Source: an optimization exercise on an open RTL-to-GDS flow (aim: small area, a short achievable clock period and few clock cycles per item). Production flows keep margins and buffers that such runs may drop.
RTL that was checked went through simulation tests only; none was proved equivalent to the original.
The RTL of run 4 was laid out without a check of its function.
No activity file was given, so power comes from the tool's default toggle rates.

## flow/flow/run.sh

```bash
#!/bin/bash
# Own layout flow: the standard ORFS flow (standard.sh), unchanged except
#  - port buffers use a small fast buffer cell (every port still gets one);
set -euo pipefail
export BUFFER_PORTS_ARGS="-buffer_cell sky130_fd_sc_hd__buf_2"
export SETUP_SLACK_MARGIN=7.2
bash standard.sh > standard.log 2>&1
```

## flow/constraint.sdc

```tcl
create_clock -name core_clock -period 10.5 [get_ports {i_clk}]
set_input_delay 2.1000 -clock core_clock [delete_from_list [all_inputs] [get_ports {i_clk}]]
set_output_delay 2.1000 -clock core_clock [all_outputs]
set_load 0.01 [all_outputs]
```

## flow/design.v

```verilog
package pdtp_pkg;
    localparam int          C_MAX_CODES = 16;
    localparam logic [3:0] C_CODE_SKIP       = 4'd0;
    localparam logic [3:0] C_CODE_YY         = 4'd1;
    localparam logic [3:0] C_CODE_YYYY       = 4'd2;
    localparam logic [3:0] C_CODE_MONTH_FLEX = 4'd3;
    localparam logic [3:0] C_CODE_MONTH      = 4'd4;
    localparam logic [3:0] C_CODE_DAY_FLEX   = 4'd5;
    localparam logic [3:0] C_CODE_DAY        = 4'd6;
    localparam logic [3:0] C_CODE_HOUR       = 4'd7;
    localparam logic [3:0] C_CODE_MINUTE     = 4'd8;
    localparam logic [3:0] C_CODE_SECOND     = 4'd9;
    localparam logic [0:0] C_REG_PATTERN_CODES  = 1'b0;
    localparam logic [0:0] C_REG_PATTERN_LENGTH = 1'b1;
    function automatic logic is_field(input logic [3:0] code);
        is_field = (code != 4'd0) && (code <= 4'd9);
    endfunction
    function automatic logic is_flex(input logic [3:0] code);
        is_flex = (code == C_CODE_MONTH_FLEX) || (code == C_CODE_DAY_FLEX);
    endfunction
endpackage
module pdtp_parse (
    input  logic        i_clk,
    input  logic        i_rst_n,
    input  logic        i_valid,
    input  logic        i_last,
    input  logic        i_dig,
    input  logic [3:0]  i_d,
    input  logic [63:0] i_codes,
    input  logic [4:0]  i_len,
    input  logic        i_out_stall,
    output logic        o_step,
    output logic        o_valid,
    output logic [50:0] o_data
);
    localparam logic [1:0] C_M_BAD = 2'd0;
    localparam logic [1:0] C_M_FEB = 2'd1;
    localparam logic [1:0] C_M_30  = 2'd2;
    localparam logic [1:0] C_M_31  = 2'd3;
    localparam logic [2:0] C_D_BAD = 3'd0;
    localparam logic [2:0] C_D_28  = 3'd1;    
    localparam logic [2:0] C_D_29  = 3'd2;
    localparam logic [2:0] C_D_30  = 3'd3;
    localparam logic [2:0] C_D_31  = 3'd4;
    logic [4:0]  r_idx;
    logic        r_act;          
    logic        r_ge1;          
    logic [3:0]  r_c0;           
    logic [1:0]  r_n;
    logic        r_bad, r_failed;
    logic [3:0]  r_a;            
    logic        r_fresh;        
    logic        r_ov;           
    logic [13:0] r_year;
    logic        r_leap, r_ynz;
    logic [6:0]  r_month, r_day, r_hour, r_minute, r_second;
    logic [1:0]  r_mc;
    logic [2:0]  r_dc;
    logic        r_hok, r_mok, r_sok;
    logic        r_matched, r_valid;
    logic        zl, k_fresh, ld_y, ld_mon, ld_day, ld_hour, ld_min, ld_sec, ld_res;
    logic        step;
    logic [3:0]  c1, c2, cz;
    logic        act1, act2, actz;
    logic        run;
    logic        f0, flex0, y4, yy, isyear, f1, flex1;
    logic        badn, done_fx;
    logic        s_skip, s_fl0d, s_fl0n, s_fl1d, p2, s_fxd, s_fxm, adv1;
    logic        t2, t2f, t2b;
    logic [1:0]  n_n;
    logic        bad_n, failed_n;
    logic        wr7, wry, wrleap;
    logic        we_mon, we_day, we_hour, we_min, we_sec;
    logic [3:0]  hi;
    logic [6:0]  v7;
    logic [13:0] vy;
    logic [13:0] y_mac;
    logic        vleap, vynz;
    logic [1:0]  vmc;
    logic [2:0]  vdc;
    logic        vtok_h, vtok_m;
    logic        lo_zero, lo_div4;
    logic        matched;
    logic        day_ok, valid;
    logic [13:0] n_year;
    logic        n_leap, n_ynz;
    logic [6:0]  n_month, n_day, n_hour, n_minute, n_second;
    logic [1:0]  n_mc;
    logic [2:0]  n_dc;
    logic        n_hok, n_mok, n_sok;
    logic [15:0] fld;            
    logic [16:0] nf;             
    logic [95:0] ent;            
    logic [47:0] ent1, ent2, ent3;
    logic [5:0]  w0, w1, w2;
    logic [4:0]  idx_p1, idx_p2, idx_n;
    logic        ge_p2, ge_p3;
    function automatic logic [13:0] mul10_add(input logic [9:0] y, input logic [3:0] d);
        logic [13:0] a, b, c, s, cy, p, g, pp, gg, pn, gn;
        a  = {1'b0, y, 3'b000};
        b  = {3'b000, y, 1'b0};
        c  = {10'd0, d};
        s  = a ^ b ^ c;
        cy = {((a[12:0] & b[12:0]) | (a[12:0] & c[12:0]) | (b[12:0] & c[12:0])), 1'b0};
        p  = s ^ cy;
        g  = s & cy;
        pp = p;
        gg = g;
        for (int k = 1; k < 14; k = k * 2) begin
            pn = pp;
            gn = gg;
            for (int i = k; i < 14; i++) begin
                gn[i] = gg[i] | (pp[i] & gg[i - k]);
                pn[i] = pp[i] & pp[i - k];
            end
            pp = pn;
            gg = gn;
        end
        mul10_add = p ^ {gg[12:0], 1'b0};
    endfunction
    assign step = i_valid && (!r_ov || !i_out_stall);
    always_comb begin
        for (int i = 0; i < 16; i++)
            fld[i] = (5'(i) < i_len) && pdtp_pkg::is_field(i_codes[4*i +: 4]);
        nf[16] = 1'b1;
        for (int i = 15; i >= 0; i--)
            nf[i] = nf[i + 1] && !fld[i];
        for (int i = 0; i < 16; i++)
            ent[6*i +: 6] = {5'(i) < i_len, nf[i + 1], i_codes[4*i +: 4]};
        for (int k = 0; k < 8; k++) begin
            ent1[6*k +: 6] = ent[6*(2*k+1) +: 6];
            ent2[6*k +: 6] = (k < 7) ? ent[6*(2*k+2) +: 6] : 6'b010000;
            ent3[6*k +: 6] = (k < 7) ? ent[6*(2*k+3) +: 6] : 6'b010000;
        end
    end
    always_comb begin
        w0   = ent1[6*r_idx[3:1] +: 6];
        w1   = ent2[6*r_idx[3:1] +: 6];
        w2   = ent3[6*r_idx[3:1] +: 6];
        act1 = r_idx[0] ? w1[5] : w0[5];
        act2 = r_idx[0] ? w2[5] : w1[5];
        c1   = r_idx[0] ? w1[3:0] : w0[3:0];
        c2   = r_idx[0] ? w2[3:0] : w1[3:0];
        ge_p2 = r_idx[0] ? w1[4] : w0[4];
        ge_p3 = r_idx[0] ? w2[4] : w1[4];
        cz   = i_codes[3:0];
        actz   = i_len != 5'd0;
        idx_p1 = 5'(r_idx + 5'd1);
        idx_p2 = 5'(r_idx + 5'd2);
        run    = !r_failed && r_act;
        f0     = pdtp_pkg::is_field(r_c0);
        flex0  = pdtp_pkg::is_flex(r_c0);
        y4     = (r_c0 == pdtp_pkg::C_CODE_YYYY);
        yy     = (r_c0 == pdtp_pkg::C_CODE_YY);
        isyear = yy || y4;
        f1     = pdtp_pkg::is_field(c1);
        flex1  = pdtp_pkg::is_flex(c1);
        badn   = r_bad || !i_dig;
        done_fx = y4 ? (r_n == 2'd3) : (r_n == 2'd1);
        s_skip = run && !f0;                             
        s_fl0d = run && flex0 && !r_n[0] && i_dig;       
        s_fl0n = run && flex0 && !r_n[0] && !i_dig;      
        s_fl1d = run && flex0 && r_n[0] && i_dig;        
        p2     = run && flex0 && r_n[0] && !i_dig;       
        s_fxd  = run && f0 && !flex0 && done_fx;         
        s_fxm  = run && f0 && !flex0 && !done_fx;        
        adv1   = s_skip || s_fl1d || s_fxd;
        t2     = !act1 || !f1;
        t2f    = act1 && flex1;
        t2b    = act1 && f1 && !flex1;
        wr7    = s_fl0d || s_fl1d || (s_fxd && !isyear);
        wry    = run && isyear;
        idx_n    = adv1 ? idx_p1 : p2 ? (t2 ? idx_p2 : idx_p1) : r_idx;
        n_n      = s_fl0d ? 2'd1 : (s_fl1d || s_fxd) ? 2'd0 :
                   s_fxm ? 2'(r_n + 2'd1) : p2 ? {1'b0, t2b} : r_n;
        bad_n    = s_fxd ? 1'b0 : s_fxm ? badn : p2 ? t2b : r_bad;
        failed_n = s_fl0n || (p2 && t2f) || r_failed;
        matched = !r_failed && r_ge1 &&
                  (!r_act || !f0 || (flex0 && (r_n[0] || i_dig)) || (!flex0 && done_fx));
        hi = (flex0 && r_n == 2'd0) ? 4'd0 : r_a;
        v7 = (flex0 && r_n == 2'd0) ? 7'(i_d) : badn ? 7'd0 : 7'(7'(i_d) + 7'(r_a) * 7'd10);
        y_mac = mul10_add(r_year[9:0], i_d);
        vy   = badn ? (yy ? 14'd1900 : 14'd0) :
               (r_n == 2'd0) ? (yy ? 14'(8'd190 + 8'(i_d)) : 14'(i_d)) : y_mac;
        if (badn)
            vynz = yy;
        else if (r_n == 2'd0)
            vynz = yy || (i_d != 4'd0);
        else
            vynz = r_ynz || (i_d != 4'd0);
        lo_zero = (r_a == 4'd0) && (i_d == 4'd0);
        lo_div4 = !i_d[0] && (r_a[0] == i_d[1]);
        wrleap  = wry && ((y4 && r_n == 2'd1) || done_fx);
        vleap   = (y4 && r_n == 2'd1) ? lo_div4 :
                  (!badn && (lo_zero ? (y4 && r_leap) : lo_div4));
        vmc = C_M_BAD;
        vdc = C_D_BAD;
        if (!(badn && !(flex0 && r_n == 2'd0))) begin
            if (hi == 4'd0) begin
                case (i_d)
                    4'd1, 4'd3, 4'd5, 4'd7, 4'd8: vmc = C_M_31;
                    4'd2:                         vmc = C_M_FEB;
                    4'd4, 4'd6, 4'd9:             vmc = C_M_30;
                    default:                      vmc = C_M_BAD;
                endcase
                vdc = (i_d != 4'd0) ? C_D_28 : C_D_BAD;
            end else if (hi == 4'd1) begin
                vmc = (i_d == 4'd0 || i_d == 4'd2) ? C_M_31 :
                      (i_d == 4'd1) ? C_M_30 : C_M_BAD;
                vdc = C_D_28;
            end else if (hi == 4'd2) begin
                vdc = (i_d == 4'd9) ? C_D_29 : C_D_28;
            end else if (hi == 4'd3) begin
                vdc = (i_d == 4'd0) ? C_D_30 : (i_d == 4'd1) ? C_D_31 : C_D_BAD;
            end
        end
        vtok_h = badn || (hi < 4'd2) || (hi == 4'd2 && i_d < 4'd4);
        vtok_m = badn || (hi < 4'd6);
        we_mon  = wr7 && (r_c0 == pdtp_pkg::C_CODE_MONTH_FLEX || r_c0 == pdtp_pkg::C_CODE_MONTH);
        we_day  = wr7 && (r_c0 == pdtp_pkg::C_CODE_DAY_FLEX   || r_c0 == pdtp_pkg::C_CODE_DAY);
        we_hour = wr7 && (r_c0 == pdtp_pkg::C_CODE_HOUR);
        we_min  = wr7 && (r_c0 == pdtp_pkg::C_CODE_MINUTE);
        we_sec  = wr7 && (r_c0 == pdtp_pkg::C_CODE_SECOND);
        n_year   = wry     ? vy     : (r_fresh ? 14'd0 : r_year);
        n_ynz    = wry     ? vynz   : (!r_fresh && r_ynz);
        n_leap   = wrleap  ? vleap  : (!r_fresh && r_leap);
        n_month  = we_mon  ? v7     : (r_fresh ? 7'd0 : r_month);
        n_mc     = we_mon  ? vmc    : (r_fresh ? C_M_BAD : r_mc);
        n_day    = we_day  ? v7     : (r_fresh ? 7'd0 : r_day);
        n_dc     = we_day  ? vdc    : (r_fresh ? C_D_BAD : r_dc);
        n_hour   = we_hour ? v7     : (r_fresh ? 7'd0 : r_hour);
        n_hok    = we_hour ? vtok_h : (r_fresh || r_hok);
        n_minute = we_min  ? v7     : (r_fresh ? 7'd0 : r_minute);
        n_mok    = we_min  ? vtok_m : (r_fresh || r_mok);
        n_second = we_sec  ? v7     : (r_fresh ? 7'd0 : r_second);
        n_sok    = we_sec  ? vtok_m : (r_fresh || r_sok);
        day_ok = (n_dc == C_D_28) ||
                 (n_dc == C_D_29 && (n_mc != C_M_FEB || n_leap)) ||
                 (n_dc == C_D_30 && n_mc != C_M_FEB) ||
                 (n_dc == C_D_31 && n_mc == C_M_31);
        valid  = matched && n_ynz && (n_mc != C_M_BAD) && day_ok && n_hok && n_mok && n_sok;
        if (i_last && !matched) begin
            n_year   = 14'd0;
            n_month  = 7'd0;
            n_day    = 7'd0;
            n_hour   = 7'd0;
            n_minute = 7'd0;
            n_second = 7'd0;
        end
    end
    always_ff @(posedge i_clk) begin
        if (!i_rst_n) begin
            r_idx    <= '0;
            r_n      <= '0;
            r_bad    <= 1'b0;
            r_failed <= 1'b0;
            r_fresh  <= 1'b1;
            r_ov     <= 1'b0;
        end else begin
            if (step) begin
                r_idx    <= i_last ? 5'd0 : idx_n;
                r_n      <= i_last ? 2'd0 : n_n;
                r_bad    <= i_last ? 1'b0 : bad_n;
                r_failed <= i_last ? 1'b0 : failed_n;
                r_fresh  <= i_last;
            end
            r_ov <= (step && i_last) || (r_ov && i_out_stall);
        end
    end
    always_ff @(posedge i_clk) begin
        if (step) begin
            if (i_last) begin
                r_c0  <= cz;
                r_act <= actz;
                r_ge1 <= nf[1];
            end else if (adv1 || (p2 && !t2)) begin
                r_c0  <= c1;
                r_act <= act1;
                r_ge1 <= ge_p2;
            end else if (p2) begin
                r_c0  <= c2;
                r_act <= act2;
                r_ge1 <= ge_p3;
            end
        end else if (r_idx == 5'd0) begin
            r_c0  <= cz;
            r_act <= actz;
            r_ge1 <= nf[1];
        end
    end
    always_ff @(posedge i_clk) begin
        if (step) begin
            r_a      <= i_d;
            r_ynz    <= n_ynz;
            r_leap   <= n_leap;
            r_mc     <= n_mc;
            r_dc     <= n_dc;
            r_hok    <= n_hok;
            r_mok    <= n_mok;
            r_sok    <= n_sok;
        end
    end
    always_comb begin
        zl      = i_last && !matched;
        k_fresh = !step || (!r_fresh && !zl);
        ld_y    = step && wry && !zl;
        ld_mon  = step && we_mon && !zl;
        ld_day  = step && we_day && !zl;
        ld_hour = step && we_hour && !zl;
        ld_min  = step && we_min && !zl;
        ld_sec  = step && we_sec && !zl;
        ld_res  = step && i_last;
    end
    always_ff @(posedge i_clk) begin
        r_year    <= ({14{ld_y}}    & vy) | ({14{k_fresh && !(step && wry)}}    & r_year);
        r_month   <= ({7{ld_mon}}   & v7) | ({7{k_fresh && !(step && we_mon)}}  & r_month);
        r_day     <= ({7{ld_day}}   & v7) | ({7{k_fresh && !(step && we_day)}}  & r_day);
        r_hour    <= ({7{ld_hour}}  & v7) | ({7{k_fresh && !(step && we_hour)}} & r_hour);
        r_minute  <= ({7{ld_min}}   & v7) | ({7{k_fresh && !(step && we_min)}}  & r_minute);
        r_second  <= ({7{ld_sec}}   & v7) | ({7{k_fresh && !(step && we_sec)}}  & r_second);
        r_matched <= (ld_res && matched) | (!ld_res && r_matched);
        r_valid   <= (ld_res && valid)   | (!ld_res && r_valid);
    end
    assign o_step  = step;
    assign o_valid = r_ov;
    assign o_data  = {r_year, r_month, r_day, r_hour, r_minute, r_second, r_matched, r_valid};
endmodule
module pattern_date_time_parser_top (
    input  logic                i_clk,
    input  logic                i_rst_n,
    input  logic                i_in_valid,
    output logic                o_in_stall,
    input  logic [8:0]          i_in_data,
    output logic                o_out_valid,
    input  logic                i_out_stall,
    output logic [50:0]         o_out_data,
    input  logic                i_cfg_wr_en,
    input  logic [0:0]          i_cfg_index,
    input  logic [63:0]         i_cfg_wdata
);
    logic [63:0] r_codes;
    logic [4:0]  r_len;          
    logic        r_cz;           
    logic [4:0]  len;            
    logic        r_hv, r_sv;     
    logic [5:0]  r_head, r_skid;
    logic [5:0]  in_item;
    logic        in_dig;
    logic        step;
    logic        head_load;
    always_ff @(posedge i_clk) begin
        if (!i_rst_n) begin
            r_len <= '0;
            r_cz  <= 1'b1;
        end else if (i_cfg_wr_en) begin
            if (i_cfg_index == pdtp_pkg::C_REG_PATTERN_CODES)
                r_cz <= 1'b0;
            else
                r_len <= i_cfg_wdata[4] ? 5'd16 : {1'b0, i_cfg_wdata[3:0]};
        end
    end
    always_ff @(posedge i_clk) begin
        if (i_cfg_wr_en && i_cfg_index == pdtp_pkg::C_REG_PATTERN_CODES)
            r_codes <= i_cfg_wdata;
    end
    assign len = r_cz ? 5'd0 : r_len;
    assign in_dig  = (i_in_data[8:5] == 4'd3) && (i_in_data[4:1] <= 4'd9);
    assign in_item = {i_in_data[0], in_dig, i_in_data[4:1]};
    assign head_load  = !r_hv || step;
    assign o_in_stall = r_sv;
    always_ff @(posedge i_clk) begin
        if (!i_rst_n) begin
            r_hv <= 1'b0;
            r_sv <= 1'b0;
        end else begin
            if (head_load)
                r_hv <= r_sv || i_in_valid;
            if (r_sv)
                r_sv <= !head_load;
            else
                r_sv <= !head_load && i_in_valid;
        end
    end
    always_ff @(posedge i_clk) begin
        if (head_load)
            r_head <= r_sv ? r_skid : in_item;
        if (!r_sv)
            r_skid <= in_item;
    end
    pdtp_parse u_parse (
        .i_clk       (i_clk),
        .i_rst_n     (i_rst_n),
        .i_valid     (r_hv),
        .i_last      (r_head[5]),
        .i_dig       (r_head[4]),
        .i_d         (r_head[3:0]),
        .i_codes     (r_codes),
        .i_len       (len),
        .i_out_stall (i_out_stall),
        .o_step      (step),
        .o_valid     (o_out_valid),
        .o_data      (o_out_data)
    );
endmodule
```

## flow/standard.sh

```bash
#!/bin/bash
# synth_recipe.tcl (not shown) runs the flow's synth.tcl, then flattens the netlist and writes it again
# the make line also repeats each setting of config.mk as NAME=value (left out here)
make -C /OpenROAD-flow-scripts/flow DESIGN_CONFIG=/design/flow/config.mk WORK_HOME=/design/flow/orfs CLKGATE_MAP_FILE= SYNTH_SCRIPT=/design/flow/synth_recipe.tcl "${@:-finish}"
```

## flow/config.mk

```make
export PLATFORM = sky130hd
export DESIGN_NAME = pattern_date_time_parser_top
export DESIGN_NICKNAME = pattern_date_time_parser_top
export VERILOG_FILES = /design/flow/design.v
export SDC_FILE = /design/flow/constraint.sdc
export NUM_CORES = 4
export LEC_CHECK = 0
export CAP_MARGIN = 20
export CORE_MARGIN = 2
export CORE_UTILIZATION = 40
export SLEW_MARGIN = 20
```

==> results of run 1 <==
-- placed cells by master (no fill, tap or decap), types with 12 or more instances in the layout --
master     Yosys  final
nor2_1        54     53
mux2_2        12     12
a22o_1        38     38
nand2_1       70     68
nand3_1       21     20
mux4_2        12     12
o21ai_0       63     63
xnor2_1       14     14
a21oi_1       55     50
ha_1          33     32
nor3b_1       13     12
a31oi_1       15     13
inv_1         38     37
buf_2          6    131
mux2i_1       26     24
clkbuf_16      0     17
dfxtp_1       76     72
edfxtp_1      92     92
-- state kept, by name (all words and copies together), names as in the netlist, 5 cells and up, named ones only --
register,flops
u_parse.r_month,7
u_parse.r_day,7
u_parse.r_idx,5
r_codes,64
u_parse.r_year,14
u_parse.r_hour,7
r_skid,6
r_head,6
u_parse.r_minute,7
r_len,5
u_parse.r_second,7
-- power groups by stage --
| stage | clock [mW] | sequential, mW | combinational (mW) |
|---|---|---|---|
| after global routing | 0.704 | 0.760 | 0.191 |
| after global placement | 0 | 0.772 | 0.157 |
| after CTS | 0.678 | 0.758 | 0.163 |
| after detailed placement | 0 | 0.773 | 0.157 |
| after floorplan | 0 | 0.752 | 0.120 |
| final | 0.666 | 0.756 | 0.173 |
-- critical path: cells and delay by family --
family,cells,cell delay (ps)
compound gates,1,200
buf+inv,3,320
simple gates,4,980
-- worst min-delay path by stage --
stage	endpoint	start	cells past startpoint
after global placement	u_parse.r_day[4]$_DFF_P_	u_parse.r_day[4]$_DFF_P_	2
after detailed placement	u_parse.r_hour[3]$_DFF_P_	u_parse.r_hour[3]$_DFF_P_	2
after CTS	u_parse.r_hour[3]$_DFF_P_	u_parse.r_hour[3]$_DFF_P_	2
after global routing	u_parse.r_n[1]$_SDFFE_PN0P_	u_parse.r_n[1]$_SDFFE_PN0P_	2
after floorplan	r_skid[4]$_DFF_P_	r_skid[4]$_DFF_P_	2
final	u_parse.r_hour[3]$_DFF_P_	u_parse.r_hour[3]$_DFF_P_	2
-- cells in the mapped netlist (all sizes together) (21+ instances only) --
master | instances | area, µm²
inv | 38 | 142.6
nand3 | 21 | 105.1
a22o | 38 | 332.8
clkbuf | 31 | 116.4
nor2 | 54 | 202.7
nand2 | 71 | 269.0
edfxtp | 92 | 2763
mux2i | 26 | 260.3
a21oi | 56 | 284.0
ha | 33 | 412.9
o21ai | 73 | 365.4
dfxtp | 76 | 1521
-- layout make-up --
| cell class | instances | share of cell area |
|---|---|---|
| clock buffers | 19 | 0.04057 |
| well taps | 285 | 0.03266 |
| multi-input cells | 637 | 0.4317 |
| repair buffers | 145 | 0.07231 |
| inverters | 38 | 0.01341 |
| clock inverters | 13 | 0.01650 |
| flip-flops and latches | 168 | 0.3928 |
-- per-stage QoR --
step / hold slack (ps) / instance area [µm²] / setup WS (ps) / utilization / power, mW
global placement: 438.4 / 10040 / 6370 / 0.4448 / 0.9289
CTS: 455.1 / 10780 / 7224 / 0.4774 / 1.599
detailed placement: 439.0 / 10040 / 6315 / 0.4448 / 0.9298
finish: 456.4 / 10920 / 7281 / 0.4837 / 1.596
global route: 484.5 / 10920 / 7115 / 0.4837 / 1.655
floorplan: 430.7 / 9200 / 6990 / - / 0.8723
-- per-layer routing --
| metal | wire (µm) | vias up | global-route usage |
|---|---|---|---|
| met1 | 10390 | 3518 | 0.2568 |
| met3 | 1505 | 33 | 0.04457 |
| li1 | - | 3642 | - |
| met4 | 467 | 0 | 0.06815 |
| met2 | 11080 | 254 | 0.3169 |
| met5 | 0 | - | 0 |
-- logic make-up after synthesis --
family,Yosys count
XOR/XNOR,18
buffers and inverters,86
flip-flops,168
adder cells (fa/ha/maj),38
AO/OA/AOI/OAI,271
multiplexers,51
AND/OR/NAND/NOR,258
-- timing repair --
action	in CTS	in global routing
buffers inserted	3	5
gates cloned	0	1
setup endpoints to repair	72	67
pin swaps	0	4
resized for setup	22	19
==> results.sh, run 1 <==
export IMPL_status="no timing/DRC/antenna violations"
export IMPL_die_w_um=155.5
export IMPL_fin_worst_skew_ps=9.327
export IMPL_worst_pin_slew_ps=1132
export IMPL_synthAdderAreaFrac=0.05479
export IMPL_ys_warn_count=2
export IMPL_cts_clk_slew_worst_paths_ps=70
export IMPL_maxSlewViolCount=0
export IMPL_syn_nets=1006
export IMPL_cts_path_max_buffers=2
export IMPL_path_cells="buf_2, nand2_1, nand2_4, clkinvlp_4, buf_4, nand2_1, nor3_1, a22o_1"
export IMPL_clock_power_share=0.417
export IMPL_wl_um=23440
export IMPL_track_usage=0.1950
export IMPL_rrSetupSlack_ps=7320
export IMPL_floorplan_initialDensity=0.4067
export IMPL_async_flop_share=0
export IMPL_synth_compound_area_share=0.2017
export IMPL_setup_violations=0
export IMPL_grt_max_degree=66
export IMPL_synth_top_family_by_area="compound AO/OA/AOI/OAI gates"
export IMPL_avgViaCountPerCell=5.707
export IMPL_cts_buffers=17
export IMPL_synth_seq_cells=168
export IMPL_multi_input_area_mm2=0.004713
export IMPL_fin_tns_setup_ps=0
export IMPL_worst_path_max_delay_cell="nor3_1"
export IMPL_die_height_um=155.5
export IMPL_path_class="input port to register"
export IMPL_synth_edf_count=92
export IMPL_power_internal_mw=1.185
export IMPL_hold_viol=0
export IMPL_cp_required_ps=10870
export IMPL_power_share_switching=0.2573
export IMPL_overflow=0
export IMPL_area_delta_synth_final_pct=18.93
export IMPL_insertion_delay_ps=440
export IMPL_arrival_ps=3590
export IMPL_cts_sinks=168
export IMPL_port_buffers=131
export IMPL_crit_end="u_parse.r_year[0]$_DFF_P_"
export IMPL_nNetsFinal=1123
export IMPL_ff2ff_path_depth=10
export IMPL_synth_simple_area_share=0.1471
export IMPL_switchingPower_uw=410.7
export IMPL_endpoint_kind="register"
export IMPL_min_path_type="register to register"
export IMPL_rsz0062_at_grt="yes"
export IMPL_finalNonFillerCells=1305
export IMPL_antenna_found_initial=0
export IMPL_yosysUniqueCellTypes=82
export IMPL_finalCriticalPeriod_ps=3219
export IMPL_r2r_end="u_parse.r_c0[2]$_DFFE_PP_"
export IMPL_synthFlopType="edfxtp_1"
export IMPL_num_vias=7447
export IMPL_critPathMostFrequentCell="nand2_1"
export IMPL_die_area_mm2=0.02418
export IMPL_clock_root_buffer="clkbuf_16"
export IMPL_setup_worst_path_start="i_out_stall"
export IMPL_synth_area_mm2=0.009180
export IMPL_vdd_drop_max_mv=0.1003
export IMPL_htree_levels=4
export IMPL_io_pins=132
export IMPL_dp_cells=1264
export IMPL_leakage_nw=4.176
export IMPL_place_congestion=0.8485
export IMPL_post_route_period_util=0.3066
export IMPL_drv_cap=0
export IMPL_r2r_start="u_parse.r_idx[1]$_SDFFE_PN0P_"
export IMPL_crit_path_start_kind="input port"
export IMPL_nFillCells=2085
export IMPL_avgSynthCellArea_um2=10.31
export IMPL_path_max_fanout=8
export IMPL_grt_pass1_vias=7011
export IMPL_dr_pass1_iters=6
export IMPL_cts_tree="yes"
export IMPL_insertedDiodeCount=0
export IMPL_synth_xor_area_share=0.01717
export IMPL_drc=0
export IMPL_sequentialPowerShare=0.474
export IMPL_place_hpwl_um=17390
export IMPL_p_comb_frac=0.109
export IMPL_seqCellArea_mm2=0.004289
export IMPL_drive_above_1_share=0.2441
export IMPL_power_density_mw_per_mm2=146.2
export IMPL_yosysSeqAreaShare=0.4667
export IMPL_netlist_instances=890
export IMPL_synthMuxAreaShare=0.07374
export IMPL_core_mm2=0.02257
export IMPL_rows=55
export IMPL_grt_pass1_wl_um=37120
export IMPL_max_freq_ghz=0.3107
export IMPL_drtIter0Drc=597
export IMPL_drtAntennaViolNets=0
export IMPL_relSlewSlack=0.2373
export IMPL_routedWlPerCell_um=17.96
export IMPL_slowest_delay_ps=480
export IMPL_hold_buffers=0
Testbench counts, summed over its fixed seeds: cycles 233,137, chars 233,009.
==> inputs of run 2 (changes only) <==
==> flow/flow/run.sh (replaced) <==
#!/bin/bash
# Own layout flow: the standard ORFS flow (standard.sh), unchanged except
#  - port buffers use a small fast buffer cell (every port still gets one);
set -euo pipefail
export BUFFER_PORTS_ARGS="-buffer_cell sky130_fd_sc_hd__buf_2"
export SETUP_SLACK_MARGIN=7.3
bash standard.sh > standard.log 2>&1
--- a/flow/config.mk
+++ b/flow/config.mk
@@ -8,4 +8,6 @@
 export CAP_MARGIN = 20
 export CORE_MARGIN = 2
 export CORE_UTILIZATION = 40
+export CTS_BUF_LIST = sky130_fd_sc_hd__clkbuf_8
+export CTS_CLUSTER_SIZE = 30
 export SLEW_MARGIN = 20
==> run 2 against run 1 <==
  * Highest routed layer unchanged
  * Sequential share of layout area rose by 0.32 points
  * Sequential cell count did not move
  * Still clean
  * Die area did not move
  * Critical path depth fell by 7
  * Worst hold slack got worse by 1.9 ps
  * Fmax rose by 2.5%
  * Synthesized area did not move
  * Combinational power rose by 4%
  * Sequential power barely moved
  * Routed wire length rose by 1.2%
  * Core utilization fell by 0.19 points
  * Critical endpoint is now o_out_data[42]
  * Design area fell by 0.40%
==> results.sh, run 2 <==
export IMPL_status="no timing/DRC/antenna violations"
export IMPL_insertedDiodeCount=0
export IMPL_ys_warn_count=2
export IMPL_synth_area_mm2=0.009180
export IMPL_cp_required_ps=8400
export IMPL_netlist_instances=890
export IMPL_cp_top_family="flip-flops"
export IMPL_slowest_delay_ps=420
export IMPL_hold_viol=0
export IMPL_io_pins=132
export IMPL_synth_seq_cells=168
export IMPL_routedWlPerCell_um=18.05
export IMPL_die_area_mm2=0.02418
export IMPL_core_mm2=0.02257
export IMPL_async_flop_share=0
export IMPL_nFillCells=2104
export IMPL_place_congestion=0.8571
export IMPL_path_class="register to output pin"
export IMPL_avgViaCountPerCell=5.660
export IMPL_drv_cap=0
export IMPL_post_route_util=0.4818
export IMPL_overflow=0
export IMPL_rsz0062_at_grt="yes"
export IMPL_grt_pass1_vias=6800
export IMPL_floorplan_initialDensity=0.4067
export IMPL_worst_pin_slew_ps=1010
export IMPL_num_vias=7437
export IMPL_grt_max_degree=66
export IMPL_synthFlopType="edfxtp_1"
export IMPL_max_freq_ghz=0.3183
export IMPL_arrival_ps=1040
export IMPL_area_delta_synth_final_pct=18.45
export IMPL_finalCriticalPeriod_ps=3142
export IMPL_post_route_period_util=0.2992
export IMPL_largest_register_ffs=64
export IMPL_path_cells="buf_2"
export IMPL_hold_ws_ps=454.5
export IMPL_whs_path_depth=2
export IMPL_synthTopCellsByArea="edfxtp_1 (30%), dfxtp_1 (17%), ha_1 (4.5%), a22o_1 (3.6%), o21ai_0 (3.4%)"
export IMPL_cts_buffers=17
export IMPL_hold_start="u_parse.r_hour[4]$_DFF_P_"
export IMPL_cts_path_max_buffers=2
export IMPL_cts_sinks=168
export IMPL_clock_root_buffer="clkbuf_8"
export IMPL_syn_nets=1006
export IMPL_setup_violations=0
export IMPL_vdd_drop_max_mv=0.08314
export IMPL_nNetsFinal=1132
export IMPL_die_w_um=155.5
export IMPL_r2r_end="u_parse.r_ge1$_DFFE_PP_"
export IMPL_largest_register="r_codes"
export IMPL_drtAntennaViolNets=0
export IMPL_track_usage=0.1927
export IMPL_grt_pass1_wl_um=36700
export IMPL_min_to="u_parse.r_hour[4]$_DFF_P_"
export IMPL_yosysSeqAreaShare=0.4667
export IMPL_endpoint_kind="output pin"
export IMPL_wl_um=23720
export IMPL_drtIter0Drc=581
export IMPL_antenna_found_initial=0
export IMPL_drc=0
export IMPL_avgSynthCellArea_um2=10.31
export IMPL_ff2ff_path_depth=9
export IMPL_dp_slack_ps=6214
export IMPL_min_path_type="register to register"
export IMPL_synthMostInstantiatedCell="edfxtp_1"
export IMPL_die_height_um=155.5
export IMPL_rows=55
export IMPL_cts_clk_slew_worst_paths_ps=90
export IMPL_relSlewSlack=0.3192
export IMPL_synth_edf_count=92
export IMPL_fin_tns_setup_ps=0
export IMPL_final_common_cell="buf_2"
export IMPL_synthTopCellsByCount="edfxtp_1 (92), dfxtp_1 (76), nand2_1 (70)"
export IMPL_yosysTopAreaCell="edfxtp_1"
export IMPL_cts_tree="yes"
export IMPL_synth_top_area_share=0.3009
export IMPL_maxSlewViolCount=0
export IMPL_final_cell_mix="buf_2 (131), edfxtp_1 (92), nand2_1 (68)"
export IMPL_leakage_nw=4.158
export IMPL_htree_levels=4
export IMPL_fin_ws_ps=7358
export IMPL_critPathBufInv=1
export IMPL_rrSetupSlack_ps=7420
export IMPL_crit_path_start_kind="register"
export IMPL_insertion_delay_ps=470
export IMPL_port_buffers=131
export IMPL_drive_above_1_share=0.2614
export IMPL_power_density_mw_per_mm2=132.7
export IMPL_hold_buffers=0
export IMPL_top_regs="r_codes x64, u_parse.r_year x14"
export IMPL_path_max_fanout=4
export IMPL_worst_path_max_delay_cell="dfxtp_1"
export IMPL_yosysUniqueCellTypes=82
export IMPL_r2r_start="r_len[2]$_SDFFE_PN0P_"
export IMPL_dr_pass1_iters=5
export IMPL_place_hpwl_um=17230
export IMPL_fin_worst_skew_ps=14.51
run 2: area by class of cell:
| type | count | area, µm² | share of cell area |
|---|---|---|---|
| inverters | 38 | 158.9 | 0.01461 |
| multi-input cells | 636 | 4723 | 0.4344 |
| well taps | 285 | 356.6 | 0.03279 |
| repair buffers | 155 | 895.9 | 0.08238 |
| clock buffers | 17 | 234.0 | 0.02152 |
| clock inverters | 15 | 198.9 | 0.01829 |
| flip-flops and latches | 168 | 4307 | 0.3960 |
run 2: metrics by stage:
| step | total power [mW] | cell area [µm²] | cells |
|---|---|---|---|
| after floorplan | 0.8742 | 9240 | 890 |
| after global placement | 0.9300 | 10060 | 1263 |
| after detailed placement | 0.9318 | 10070 | 1263 |
| after CTS | 1.446 | 10620 | 1300 |
| after global routing | 1.504 | 10870 | 1314 |
| final | 1.443 | 10870 | 1314 |
run 2: repair_timing:
action,4_1_cts,5_1_grt
cloned,0,2
setup buffers,5,12
setup endpoints to repair,64,73
gates resized for setup,25,35
pin swaps,1,3
run 2: worst max-delay path by stage:
stage                                      from                        end  slack [ps]  depth (start not counted)
finish                u_parse.r_year[5]$_DFF_P_             o_out_data[42]        7360                          1
floorplan                           i_cfg_wr_en       r_codes[0]$_DFFE_PP_        6990                          1
CTS                 u_parse.r_n[0]$_SDFFE_PN0P_                   register        7260                         10
global placement                    i_out_stall  u_parse.r_year[2]$_DFF_P_        6310                          8
global route          u_parse.r_c0[1]$_DFFE_PP_                   register        7210                          9
detailed placement                  i_out_stall  u_parse.r_year[2]$_DFF_P_        6210                          8
run 2: cell families (layout without fill, tap and decap cells):
logic type	count (synthesis)	after routing	share of synthesized area
AOI/OAI and AO/OA	271	271	0.2017
xor gates and xnor gates	18	18	0.01717
adders and majority gates	38	38	0.05479
buffers and inverters	86	225	0.03884
DFF	168	168	0.4667
muxes	51	51	0.07374
and+or+nand+nor	258	258	0.1471
run 2: where the power goes:
group	switching (mW)	internal, mW
Combinational	0.105	0.0750
Sequential	0.0297	0.724
Clock	0.249	0.260
run 2: layer usage:
| metal | global-route usage | vias up | share of wire |
|---|---|---|---|
| met1 | 0.2625 | 3522 | 0.46 |
| li1 | - | 3653 | - |
| met2 | 0.3131 | 226 | 0.47 |
| met5 | 0 | - | 0 |
| met4 | 0.04980 | 0 | 0.017 |
| met3 | 0.04150 | 36 | 0.051 |
==> inputs of run 3 (changes only) <==
--- a/flow/config.mk
+++ b/flow/config.mk
@@ -7,7 +7,7 @@
 export LEC_CHECK = 0
 export CAP_MARGIN = 20
 export CORE_MARGIN = 2
-export CORE_UTILIZATION = 40
+export CORE_UTILIZATION = 55
 export CTS_BUF_LIST = sky130_fd_sc_hd__clkbuf_8
 export CTS_CLUSTER_SIZE = 30
 export SLEW_MARGIN = 20
==> run 3 against run 2 <==
  * Highest routed layer unchanged
  * Register-to-register slack barely moved
  * Largest cell class unchanged
  * Routed wire length rose by 2.3%
  * Synthesized cell count did not move
  * Synthesized area did not move
  * Clock skew rose by 5.4 ps
  * Critical path depth did not move
  * Final cell count fell by 5.1%
  * Critical endpoint is now o_out_data[40]
  * Largest power group unchanged
  * Non-clock buffer count fell by 2
  * Worst hold slack improved by 8.9 ps
  * Sequential cell count did not move
  * Still clean
  * Die area fell by 27%
==> results.sh, run 3 <==
export IMPL_dp_slack_ps=6257
export IMPL_core_mm2=0.01647
export IMPL_synth_area_mm2=0.009180
export IMPL_synth_compound_area_share=0.2017
export IMPL_area_delta_synth_final_pct=17.21
export IMPL_r2r_end="u_parse.r_c0[2]$_DFFE_PP_"
export IMPL_synth_top_area_share=0.3009
export IMPL_die_w_um=133.2
export IMPL_power_density_mw_per_mm2=132.6
export IMPL_min_to="u_parse.r_day[4]$_DFF_P_"
export IMPL_antenna_found_initial=0
export IMPL_die_height_um=133.2
export IMPL_yosysTopAreaCell="edfxtp_1"
export IMPL_rows=47
export IMPL_synthTopCellsByArea="edfxtp_1 (30%), dfxtp_1 (17%), ha_1 (4.5%), a22o_1 (3.6%), o21ai_0 (3.4%)"
export IMPL_critPathBufInv=1
export IMPL_die_area_mm2=0.01774
export IMPL_power_mw=1.427
export IMPL_grt_max_degree=66
export IMPL_whs_path_depth=2
export IMPL_slowest_delay_ps=410
export IMPL_cp_required_ps=8400
export IMPL_path_cells="buf_2"
export IMPL_vdd_drop_max_mv=0.1190
export IMPL_htree_levels=4
export IMPL_wl_um=24260
export IMPL_cp_top_family="flip-flops"
export IMPL_insertedDiodeCount=0
export IMPL_fin_tns_setup_ps=0
export IMPL_finalCriticalPeriod_ps=3141
export IMPL_synthMostInstantiatedCell="edfxtp_1"
export IMPL_cts_sinks=168
export IMPL_drv_cap=0
export IMPL_endpoint_kind="output pin"
export IMPL_synthFlopType="edfxtp_1"
export IMPL_status="no timing/DRC/antenna violations"
export IMPL_crit_path_start_kind="register"
export IMPL_routedWlPerCell_um=19.45
export IMPL_io_pins=132
export IMPL_leakage_nw=4.146
export IMPL_yosysSeqAreaShare=0.4667
export IMPL_ff2ff_path_depth=11
export IMPL_synthAdderAreaFrac=0.05479
export IMPL_drtIter0Drc=677
export IMPL_setup_violations=0
export IMPL_rrSetupSlack_ps=7430
export IMPL_track_usage=0.2740
export IMPL_post_route_period_util=0.2991
export IMPL_ys_warn_count=2
export IMPL_hold_viol=0
export IMPL_max_freq_ghz=0.3184
export IMPL_hold_buffers=0
export IMPL_top_regs="r_codes x64, u_parse.r_year x14"
export IMPL_worst_path_max_delay_cell="dfxtp_1"
export IMPL_final_common_cell="buf_2"
export IMPL_synth_seq_cells=168
export IMPL_synth_xor_area_share=0.01717
export IMPL_largest_register="r_codes"
export IMPL_post_route_util=0.6535
export IMPL_hold_start="u_parse.r_day[4]$_DFF_P_"
export IMPL_min_path_type="register to register"
export IMPL_netlist_instances=890
export IMPL_synth_edf_count=92
export IMPL_dr_pass1_iters=5
export IMPL_floorplan_initialDensity=0.5575
export IMPL_cts_clk_slew_worst_paths_ps=110
export IMPL_nNetsFinal=1130
export IMPL_final_cell_mix="buf_2 (131), edfxtp_1 (92), nand2_1 (68)"
export IMPL_fin_worst_skew_ps=19.89
export IMPL_cts_buffers=17
export IMPL_fin_ws_ps=7360
export IMPL_rsz0062_at_grt="yes"
export IMPL_avgViaCountPerCell=6.180
export IMPL_drtAntennaViolNets=0
export IMPL_synth_top_family_by_area="compound AO/OA/AOI/OAI gates"
export IMPL_cts_tree="yes"
export IMPL_grt_pass1_wl_um=38650
export IMPL_clock_root_buffer="clkbuf_8"
export IMPL_overflow=0
export IMPL_r2r_start="u_parse.r_idx[1]$_SDFFE_PN0P_"
export IMPL_avgSynthCellArea_um2=10.31
export IMPL_drc=0
export IMPL_async_flop_share=0
export IMPL_grt_pass1_vias=7658
export IMPL_nFillCells=1304
export IMPL_place_congestion=0.9118
export IMPL_num_vias=7707
export IMPL_drive_above_1_share=0.2648
export IMPL_syn_nets=1006
export IMPL_synthTopCellsByCount="edfxtp_1 (92), dfxtp_1 (76), nand2_1 (70)"
export IMPL_synthMuxAreaShare=0.07374
export IMPL_port_buffers=131
export IMPL_insertion_delay_ps=480
export IMPL_path_max_fanout=4
export IMPL_maxSlewViolCount=0
export IMPL_relSlewSlack=0.2815
export IMPL_largest_register_ffs=64
export IMPL_synth_simple_area_share=0.1471
export IMPL_arrival_ps=1040
export IMPL_yosysUniqueCellTypes=82
export IMPL_path_class="register to output pin"
export IMPL_place_hpwl_um=17530
export IMPL_cts_path_max_buffers=2
export IMPL_worst_pin_slew_ps=1066
[run 3: cell counts after synthesis]
Identical to the previous run, type by type.
[run 3: timing repair]
action | CTS | global route
hold endpoints to repair | 0 | 0
setup endpoints to repair | 65 | 56
pin swaps | 1 | 4
buffers inserted | 2 | 13
gates resized for setup | 28 | 33
gates cloned | 0 | 2
[run 3: stage by stage]
stage	instances	area (µm²)	hold WS, ps
after floorplan	890	9240	430.7
after global placement	1198	9978	428.7
after detailed placement	1198	9978	441.6
after CTS	1232	10500	466.3
after global routing	1247	10760	494.5
final	1247	10760	463.4
[run 3: area by class of cell]
| type | instances | area [µm²] | share of cell area |
|---|---|---|---|
| clock buffer | 17 | 234.0 | 0.02174 |
| sequential | 168 | 4308 | 0.4003 |
| multi-input combinational | 636 | 4723 | 0.4390 |
| timing repair buffer | 153 | 893.4 | 0.08302 |
| tap | 220 | 275.3 | 0.02558 |
| clock inverter | 15 | 176.4 | 0.01640 |
| inverter | 38 | 150.1 | 0.01395 |
[run 3: how the worst max path moves through the flow]
stage | cells past startpoint | end | startpoint
2_1_floorplan | 1 | r_codes[0]$_DFFE_PP_ | i_cfg_wr_en
3_3_place_gp | 8 | u_parse.r_year[2]$_DFF_P_ | i_out_stall
3_5_place_dp | 8 | u_parse.r_year[2]$_DFF_P_ | i_out_stall
4_1_cts | 9 | register | u_parse.r_c0[2]$_DFFE_PP_
5_1_grt | 9 | register | u_parse.r_c0[2]$_DFFE_PP_
6_report | 1 | o_out_data[40] | u_parse.r_year[3]$_DFF_P_
[run 3: routing by layer]
layer | vias up | GRT usage | routed length (µm)
li1 | 3638 | - | -
met2 | 248 | 0.4988 | 12660
met4 | 0 | 0.1070 | 840
met3 | 55 | 0.04338 | 965
met1 | 3766 | 0.3254 | 9786
met5 | - | 0 | 0
[run 3: cells by family (layout without fill, tap and decap cells)]
logic type      Yosys count  in the layout
compound gates          271            271
xor+xnor                 18             18
fa+ha+maj                38             38
buf+inv                  86            223
flops                   168            168
mux                      51             51
simple gates            258            258
[run 3: report_power, final]
part | total, mW | leakage (nW) | switching, mW | internal, mW
registers | 0.755 | 1.49 | 0.0311 | 0.724
logic | 0.181 | 2.44 | 0.104 | 0.0766
clock network | 0.491 | 0.212 | 0.269 | 0.222
total | 1.43 | 4.15 | 0.404 | 1.02
==> inputs of run 4 (changes only) <==
--- a/flow/design.v
+++ b/flow/design.v
@@ -52,13 +52,12 @@
     logic        r_fresh;        
     logic        r_ov;           
     logic [13:0] r_year;
-    logic        r_leap, r_ynz;
+    logic        r_leap;
     logic [6:0]  r_month, r_day, r_hour, r_minute, r_second;
-    logic [1:0]  r_mc;
-    logic [2:0]  r_dc;
-    logic        r_hok, r_mok, r_sok;
+    logic        c_ynz, c_hok, c_mok, c_sok;
+    logic [1:0]  c_mc;
+    logic [2:0]  c_dc;
     logic        r_matched, r_valid;
-    logic        zl, k_fresh, ld_y, ld_mon, ld_day, ld_hour, ld_min, ld_sec, ld_res;
     logic        step;
     logic [3:0]  c1, c2, cz;
     logic        act1, act2, actz;
@@ -90,11 +89,12 @@
     logic        n_hok, n_mok, n_sok;
     logic [15:0] fld;            
     logic [16:0] nf;             
-    logic [95:0] ent;            
-    logic [47:0] ent1, ent2, ent3;
-    logic [5:0]  w0, w1, w2;
+    logic [79:0] ent;            
+    logic [39:0] ent1, ent2, ent3;
+    logic [4:0]  w0, w1, w2;
     logic [4:0]  idx_p1, idx_p2, idx_n;
     logic        ge_p2, ge_p3;
+    logic        e_l1, e_l2;
     function automatic logic [13:0] mul10_add(input logic [9:0] y, input logic [3:0] d);
         logic [13:0] a, b, c, s, cy, p, g, pp, gg, pn, gn;
         a  = {1'b0, y, 3'b000};
@@ -126,24 +126,26 @@
         for (int i = 15; i >= 0; i--)
             nf[i] = nf[i + 1] && !fld[i];
         for (int i = 0; i < 16; i++)
-            ent[6*i +: 6] = {5'(i) < i_len, nf[i + 1], i_codes[4*i +: 4]};
+            ent[5*i +: 5] = {nf[i + 1], i_codes[4*i +: 4]};
         for (int k = 0; k < 8; k++) begin
-            ent1[6*k +: 6] = ent[6*(2*k+1) +: 6];
-            ent2[6*k +: 6] = (k < 7) ? ent[6*(2*k+2) +: 6] : 6'b010000;
-            ent3[6*k +: 6] = (k < 7) ? ent[6*(2*k+3) +: 6] : 6'b010000;
+            ent1[5*k +: 5] = ent[5*(2*k+1) +: 5];
+            ent2[5*k +: 5] = (k < 7) ? ent[5*(2*k+2) +: 5] : 5'b10000;
+            ent3[5*k +: 5] = (k < 7) ? ent[5*(2*k+3) +: 5] : 5'b10000;
         end
     end
     always_comb begin
-        w0   = ent1[6*r_idx[3:1] +: 6];
-        w1   = ent2[6*r_idx[3:1] +: 6];
-        w2   = ent3[6*r_idx[3:1] +: 6];
-        act1 = r_idx[0] ? w1[5] : w0[5];
-        act2 = r_idx[0] ? w2[5] : w1[5];
+        w0   = ent1[5*r_idx[3:1] +: 5];
+        w1   = ent2[5*r_idx[3:1] +: 5];
+        w2   = ent3[5*r_idx[3:1] +: 5];
         c1   = r_idx[0] ? w1[3:0] : w0[3:0];
         c2   = r_idx[0] ? w2[3:0] : w1[3:0];
         ge_p2 = r_idx[0] ? w1[4] : w0[4];
         ge_p3 = r_idx[0] ? w2[4] : w1[4];
         cz   = i_codes[3:0];
+        e_l1   = r_idx == 5'(i_len - 5'd1);
+        e_l2   = r_idx == 5'(i_len - 5'd2);
+        act1   = r_act && !e_l1;
+        act2   = r_act && !e_l1 && !e_l2;
         actz   = i_len != 5'd0;
         idx_p1 = 5'(r_idx + 5'd1);
         idx_p2 = 5'(r_idx + 5'd2);
@@ -177,8 +179,22 @@
         failed_n = s_fl0n || (p2 && t2f) || r_failed;
         matched = !r_failed && r_ge1 &&
                   (!r_act || !f0 || (flex0 && (r_n[0] || i_dig)) || (!flex0 && done_fx));
+        c_ynz = r_year != 14'd0;
+        c_hok = r_hour < 7'd24;
+        c_mok = r_minute < 7'd60;
+        c_sok = r_second < 7'd60;
+        case (r_month)
+            7'd1, 7'd3, 7'd5, 7'd7, 7'd8, 7'd10, 7'd12: c_mc = C_M_31;
+            7'd4, 7'd6, 7'd9, 7'd11:                     c_mc = C_M_30;
+            7'd2:                                        c_mc = C_M_FEB;
+            default:                                     c_mc = C_M_BAD;
+        endcase
+        c_dc = (r_day == 7'd0 || r_day > 7'd31) ? C_D_BAD :
+               (r_day <= 7'd28) ? C_D_28 :
+               (r_day == 7'd29) ? C_D_29 :
+               (r_day == 7'd30) ? C_D_30 : C_D_31;
         hi = (flex0 && r_n == 2'd0) ? 4'd0 : r_a;
-        v7 = (flex0 && r_n == 2'd0) ? 7'(i_d) : badn ? 7'd0 : 7'(7'(i_d) + 7'(r_a) * 7'd10);
+        v7 = (badn && !(flex0 && r_n == 2'd0)) ? 7'd0 : 7'(7'(i_d) + 7'(hi) * 7'd10);
         y_mac = mul10_add(r_year[9:0], i_d);
         vy   = badn ? (yy ? 14'd1900 : 14'd0) :
                (r_n == 2'd0) ? (yy ? 14'(8'd190 + 8'(i_d)) : 14'(i_d)) : y_mac;
@@ -187,7 +203,7 @@
         else if (r_n == 2'd0)
             vynz = yy || (i_d != 4'd0);
         else
-            vynz = r_ynz || (i_d != 4'd0);
+            vynz = c_ynz || (i_d != 4'd0);
         lo_zero = (r_a == 4'd0) && (i_d == 4'd0);
         lo_div4 = !i_d[0] && (r_a[0] == i_d[1]);
         wrleap  = wry && ((y4 && r_n == 2'd1) || done_fx);
@@ -222,18 +238,18 @@
         we_min  = wr7 && (r_c0 == pdtp_pkg::C_CODE_MINUTE);
         we_sec  = wr7 && (r_c0 == pdtp_pkg::C_CODE_SECOND);
         n_year   = wry     ? vy     : (r_fresh ? 14'd0 : r_year);
-        n_ynz    = wry     ? vynz   : (!r_fresh && r_ynz);
+        n_ynz    = wry     ? vynz   : (!r_fresh && c_ynz);
         n_leap   = wrleap  ? vleap  : (!r_fresh && r_leap);
         n_month  = we_mon  ? v7     : (r_fresh ? 7'd0 : r_month);
-        n_mc     = we_mon  ? vmc    : (r_fresh ? C_M_BAD : r_mc);
+        n_mc     = we_mon  ? vmc    : (r_fresh ? C_M_BAD : c_mc);
         n_day    = we_day  ? v7     : (r_fresh ? 7'd0 : r_day);
-        n_dc     = we_day  ? vdc    : (r_fresh ? C_D_BAD : r_dc);
+        n_dc     = we_day  ? vdc    : (r_fresh ? C_D_BAD : c_dc);
         n_hour   = we_hour ? v7     : (r_fresh ? 7'd0 : r_hour);
-        n_hok    = we_hour ? vtok_h : (r_fresh || r_hok);
+        n_hok    = we_hour ? vtok_h : (r_fresh || c_hok);
         n_minute = we_min  ? v7     : (r_fresh ? 7'd0 : r_minute);
-        n_mok    = we_min  ? vtok_m : (r_fresh || r_mok);
+        n_mok    = we_min  ? vtok_m : (r_fresh || c_mok);
         n_second = we_sec  ? v7     : (r_fresh ? 7'd0 : r_second);
-        n_sok    = we_sec  ? vtok_m : (r_fresh || r_sok);
+        n_sok    = we_sec  ? vtok_m : (r_fresh || c_sok);
         day_ok = (n_dc == C_D_28) ||
                  (n_dc == C_D_29 && (n_mc != C_M_FEB || n_leap)) ||
                  (n_dc == C_D_30 && n_mc != C_M_FEB) ||
@@ -291,35 +307,18 @@
     always_ff @(posedge i_clk) begin
         if (step) begin
             r_a      <= i_d;
-            r_ynz    <= n_ynz;
+            r_year   <= n_year;
             r_leap   <= n_leap;
-            r_mc     <= n_mc;
-            r_dc     <= n_dc;
-            r_hok    <= n_hok;
-            r_mok    <= n_mok;
-            r_sok    <= n_sok;
+            r_month  <= n_month;
+            r_day    <= n_day;
+            r_hour   <= n_hour;
+            r_minute <= n_minute;
+            r_second <= n_second;
+        end
+        if (step && i_last) begin
+            r_matched <= matched;
+            r_valid   <= valid;
         end
-    end
-    always_comb begin
-        zl      = i_last && !matched;
-        k_fresh = !step || (!r_fresh && !zl);
-        ld_y    = step && wry && !zl;
-        ld_mon  = step && we_mon && !zl;
-        ld_day  = step && we_day && !zl;
-        ld_hour = step && we_hour && !zl;
-        ld_min  = step && we_min && !zl;
-        ld_sec  = step && we_sec && !zl;
-        ld_res  = step && i_last;
-    end
-    always_ff @(posedge i_clk) begin
-        r_year    <= ({14{ld_y}}    & vy) | ({14{k_fresh && !(step && wry)}}    & r_year);
-        r_month   <= ({7{ld_mon}}   & v7) | ({7{k_fresh && !(step && we_mon)}}  & r_month);
-        r_day     <= ({7{ld_day}}   & v7) | ({7{k_fresh && !(step && we_day)}}  & r_day);
-        r_hour    <= ({7{ld_hour}}  & v7) | ({7{k_fresh && !(step && we_hour)}} & r_hour);
-        r_minute  <= ({7{ld_min}}   & v7) | ({7{k_fresh && !(step && we_min)}}  & r_minute);
-        r_second  <= ({7{ld_sec}}   & v7) | ({7{k_fresh && !(step && we_sec)}}  & r_second);
-        r_matched <= (ld_res && matched) | (!ld_res && r_matched);
-        r_valid   <= (ld_res && valid)   | (!ld_res && r_valid);
     end
     assign o_step  = step;
     assign o_valid = r_ov;
==> flow/flow/run.sh (replaced) <==
#!/bin/bash
# Own layout flow: the standard ORFS flow (standard.sh), unchanged except
#  - port buffers use a small fast buffer cell (every port still gets one);
set -euo pipefail
export BUFFER_PORTS_ARGS="-buffer_cell sky130_fd_sc_hd__buf_2"
export SETUP_SLACK_MARGIN=7.5
bash standard.sh > standard.log 2>&1
--- a/flow/config.mk
+++ b/flow/config.mk
@@ -7,7 +7,5 @@
 export LEC_CHECK = 0
 export CAP_MARGIN = 20
 export CORE_MARGIN = 2
-export CORE_UTILIZATION = 55
-export CTS_BUF_LIST = sky130_fd_sc_hd__clkbuf_8
-export CTS_CLUSTER_SIZE = 30
+export CORE_UTILIZATION = 40
 export SLEW_MARGIN = 20
==> run 4 against run 3 <==
  * Critical endpoint is now o_out_data[34]
  * Global-route usage is 6.3 points lower
  * Worst setup slack better by 14 ps
  * First-iteration DRC count is 24% higher
  * Non-clock buffer count is 102 higher
  * Highest routed layer unchanged
  * Clock power is 25% higher
  * Final cell count is 19% higher
==> results.sh, run 4 <==
export IMPL_yosysSeqAreaShare=0.4670
export IMPL_yosysUniqueCellTypes=81
export IMPL_grt_pass1_vias=7907
export IMPL_synthMostInstantiatedCell="edfxtp_1"
export IMPL_rrSetupSlack_ps=7530
export IMPL_crit_end="o_out_data[34]"
export IMPL_worstSetupPathDepth=1
export IMPL_fin_tns_setup_ps=0
export IMPL_synth_top_area_share=0.4073
export IMPL_grt_pass1_wl_um=42690
export IMPL_area_delta_synth_final_pct=31.78
export IMPL_worst_pin_slew_ps=906.1
export IMPL_drtAntennaViolNets=0
export IMPL_async_flop_share=0
export IMPL_fin_worst_skew_ps=8.958
export IMPL_avgSynthCellArea_um2=10.50
export IMPL_fin_ws_ps=7374
export IMPL_cp_required_ps=8400
export IMPL_largest_register_ffs=64
export IMPL_drive_above_1_share=0.3675
export IMPL_maxSlewViolCount=0
export IMPL_largest_register="r_codes"
export IMPL_avgViaCountPerCell=5.737
export IMPL_cts_buffers=17
export IMPL_post_route_period_util=0.2977
export IMPL_synth_area_mm2=0.009732
export IMPL_cts_tree="yes"
export IMPL_vdd_drop_max_mv=0.1012
export IMPL_critPathBufInv=1
export IMPL_synth_seq_cells=161
export IMPL_relSlewSlack=0.3882
export IMPL_num_vias=8525
export IMPL_grt_max_degree=66
export IMPL_cts_sinks=161
export IMPL_routedWlPerCell_um=19.07
export IMPL_r2r_end="u_parse.r_ge1$_DFFE_PP_"
export IMPL_track_usage=0.2106
export IMPL_hold_viol=0
export IMPL_floorplan_initialDensity=0.4037
export IMPL_path_max_fanout=2
export IMPL_die_w_um=160.0
export IMPL_insertion_delay_ps=430
export IMPL_min_path_type="register to register"
export IMPL_path_cells="buf_2"
export IMPL_htree_levels=4
export IMPL_drc=0
export IMPL_synth_edf_count=132
export IMPL_cts_clk_slew_worst_paths_ps=70
export IMPL_r2r_start="u_parse.r_idx[2]$_SDFFE_PN0P_"
export IMPL_place_hpwl_um=18540
export IMPL_setup_worst_path_start="u_parse.r_month[4]$_SDFFCE_PP0P_"
export IMPL_worst_path_max_delay_cell="edfxtp_1"
export IMPL_arrival_ps=1030
export IMPL_nNetsFinal=1266
export IMPL_whs_path_depth=2
export IMPL_core_mm2=0.02411
export IMPL_status="no timing/DRC/antenna violations"
export IMPL_die_height_um=160.0
export IMPL_finalCriticalPeriod_ps=3126
export IMPL_power_density_mw_per_mm2=131.6
export IMPL_top_regs="r_codes x64, u_parse.r_year x14"
export IMPL_rows=57
export IMPL_ys_warn_count=2
export IMPL_synthFlopType="edfxtp_1"
export IMPL_cp_top_family="flip-flops"
export IMPL_port_buffers=131
export IMPL_final_cell_mix="edfxtp_1 (132), buf_2 (127), buf_4 (109)"
export IMPL_cts_path_max_buffers=2
export IMPL_crit_path_start_kind="register"
export IMPL_ff2ff_path_depth=9
export IMPL_drv_cap=0
export IMPL_slowest_delay_ps=430
export IMPL_dr_pass1_iters=5
export IMPL_antenna_found_initial=0
export IMPL_synthTopCellsByCount="edfxtp_1 (132), nor2_1 (83), nand2_1 (71)"
export IMPL_rsz0062_at_grt="yes"
export IMPL_drtIter0Drc=840
export IMPL_io_pins=132
export IMPL_overflow=0
export IMPL_path_class="register to output pin"
export IMPL_hold_buffers=0
export IMPL_max_freq_ghz=0.3199
export IMPL_clock_root_buffer="clkbuf_16"
export IMPL_syn_nets=1044
export IMPL_setup_violations=0
export IMPL_leakage_nw=4.801
export IMPL_yosysTopAreaCell="edfxtp_1"
export IMPL_wl_um=28340
export IMPL_synthTopCellsByArea="edfxtp_1 (41%), dfxtp_1 (6.0%), ha_1 (4.4%), nor2_1 (3.2%), mux2i_1 (3.2%)"
export IMPL_netlist_instances=927
export IMPL_dp_slack_ps=6739
export IMPL_place_congestion=0.9107
export IMPL_die_area_mm2=0.02559
export IMPL_insertedDiodeCount=0
export IMPL_final_common_cell="edfxtp_1"
export IMPL_endpoint_kind="output pin"
==> run 4: how the worst min path moves through the flow <==
| stage | slack, ps | end | from |
|---|---|---|---|
| finish | 470 | r_skid[4]$_DFF_P_ | r_skid[4]$_DFF_P_ |
| global route | 500 | r_skid[5]$_DFF_P_ | r_skid[5]$_DFF_P_ |
| CTS | 470 | r_skid[4]$_DFF_P_ | r_skid[4]$_DFF_P_ |
| detailed placement | 460 | r_skid[4]$_DFF_P_ | r_skid[4]$_DFF_P_ |
| global placement | 460 | r_skid[4]$_DFF_P_ | r_skid[4]$_DFF_P_ |
| floorplan | 420 | u_parse.r_a[0]$_DFFE_PP_ | r_head[0]$_DFFE_PN_ |
==> run 4: per-stage QoR <==
stage	hold slack (ps)	instances	util	power (mW)	area, µm²
after floorplan	424.4	927	-	0.9300	9901
after global placement	459.7	1337	0.4464	1.004	10760
after detailed placement	457.2	1337	0.4464	1.006	10760
after CTS	474.7	1429	0.4995	1.655	12040
after global routing	503.9	1486	0.5320	1.758	12820
final	471.8	1486	0.5320	1.688	12820
==> run 4: per-layer routing <==
metal	global-route usage	up-vias	routed length, µm
li1	-	4011	-
met1	0.2648	4099	11440
met2	0.3709	356	14570
met3	0.03558	59	1561
met4	0.06593	0	771
met5	0	-	0
==> run 4: tightest hold or removal path, delay by kind of cell (launching register included) <==
kind             cells  cell delay (ps)
AO/OA/AOI/OAI        1               80
flip-flops           1              310
AND/OR/NAND/NOR      1               40
==> run 4: cell families (layout without fill, tap and decap cells) <==
| family | count (synthesis) | after routing | share of synthesized area |
|---|---|---|---|
| and+or+nand+nor | 330 | 331 | 0.1777 |
| AOI/OAI and AO/OA | 235 | 235 | 0.1642 |
| DFF | 161 | 161 | 0.4670 |
| buffers and inverters | 75 | 309 | 0.03394 |
| muxes | 60 | 60 | 0.08010 |
| adders and majority gates | 38 | 38 | 0.05194 |
| xor gates and xnor gates | 28 | 28 | 0.02520 |
==> run 4: what timing repair did <==
| action | in CTS | in global routing |
|---|---|---|
| resized for setup | 52 | 85 |
| buffers inserted | 59 | 53 |
| endpoints found under the setup margin | 139 | 155 |
| cloned | 1 | 4 |
| pin swaps | 16 | 40 |
==> run 4: layout make-up <==
type	instances	area, µm²
multi-input cells	692	5379
clock inverters	14	145.1
well taps	324	405.4
flip-flops and latches	161	4576
repair buffers	255	1787
fillers	2154	11280
clock buffers	18	429.2
inverters	22	103.9
==> run 4: power breakdown <==
part	switching, mW	internal (mW)
combinational	0.172	0.142
sequential	0.0325	0.727
clock	0.279	0.335
total	0.484	1.20

## separate check: timing with driven ports
The flow's constraints put no driver on any port. The routed layouts listed below were extracted and timed again, unchanged, in two steps. Step 1: set_driving_cell puts a clkbuf_16 on i_clk and a buf_2 on each other input, an assumption about the parent block. Step 2 adds t to the input delays and takes it off the output delays; t is the mean of the earliest and latest rising clock arrival at the registers after step 1. Input paths then give back, and output paths get back, about the clock's delay inside the block. Three values: ideal, step 1, step 2; two values: the first two.
run	t (ns)	setup slack, ns	hold slack, ns	worst setup path at the end	cell pins on the clock port's net
run 1	0.479	7.281 / 7.309 / 6.829	0.456 / 0.456 / 0.456	input to register	1
run 2	0.504	7.358 / 7.315 / 6.908	0.454 / 0.454 / 0.454	input to register	1
run 3	0.506	7.360 / 7.320 / 6.875	0.463 / 0.463 / 0.463	input to register	1
run 4	0.467	7.374 / 7.328 / 7.082	0.472 / 0.472 / 0.472	input to register	1
After both steps setup and hold are still met in every run listed. The setup slack of run 3, which loses most, moves by -0.040 ns with the drivers and by -0.485 ns with both steps.
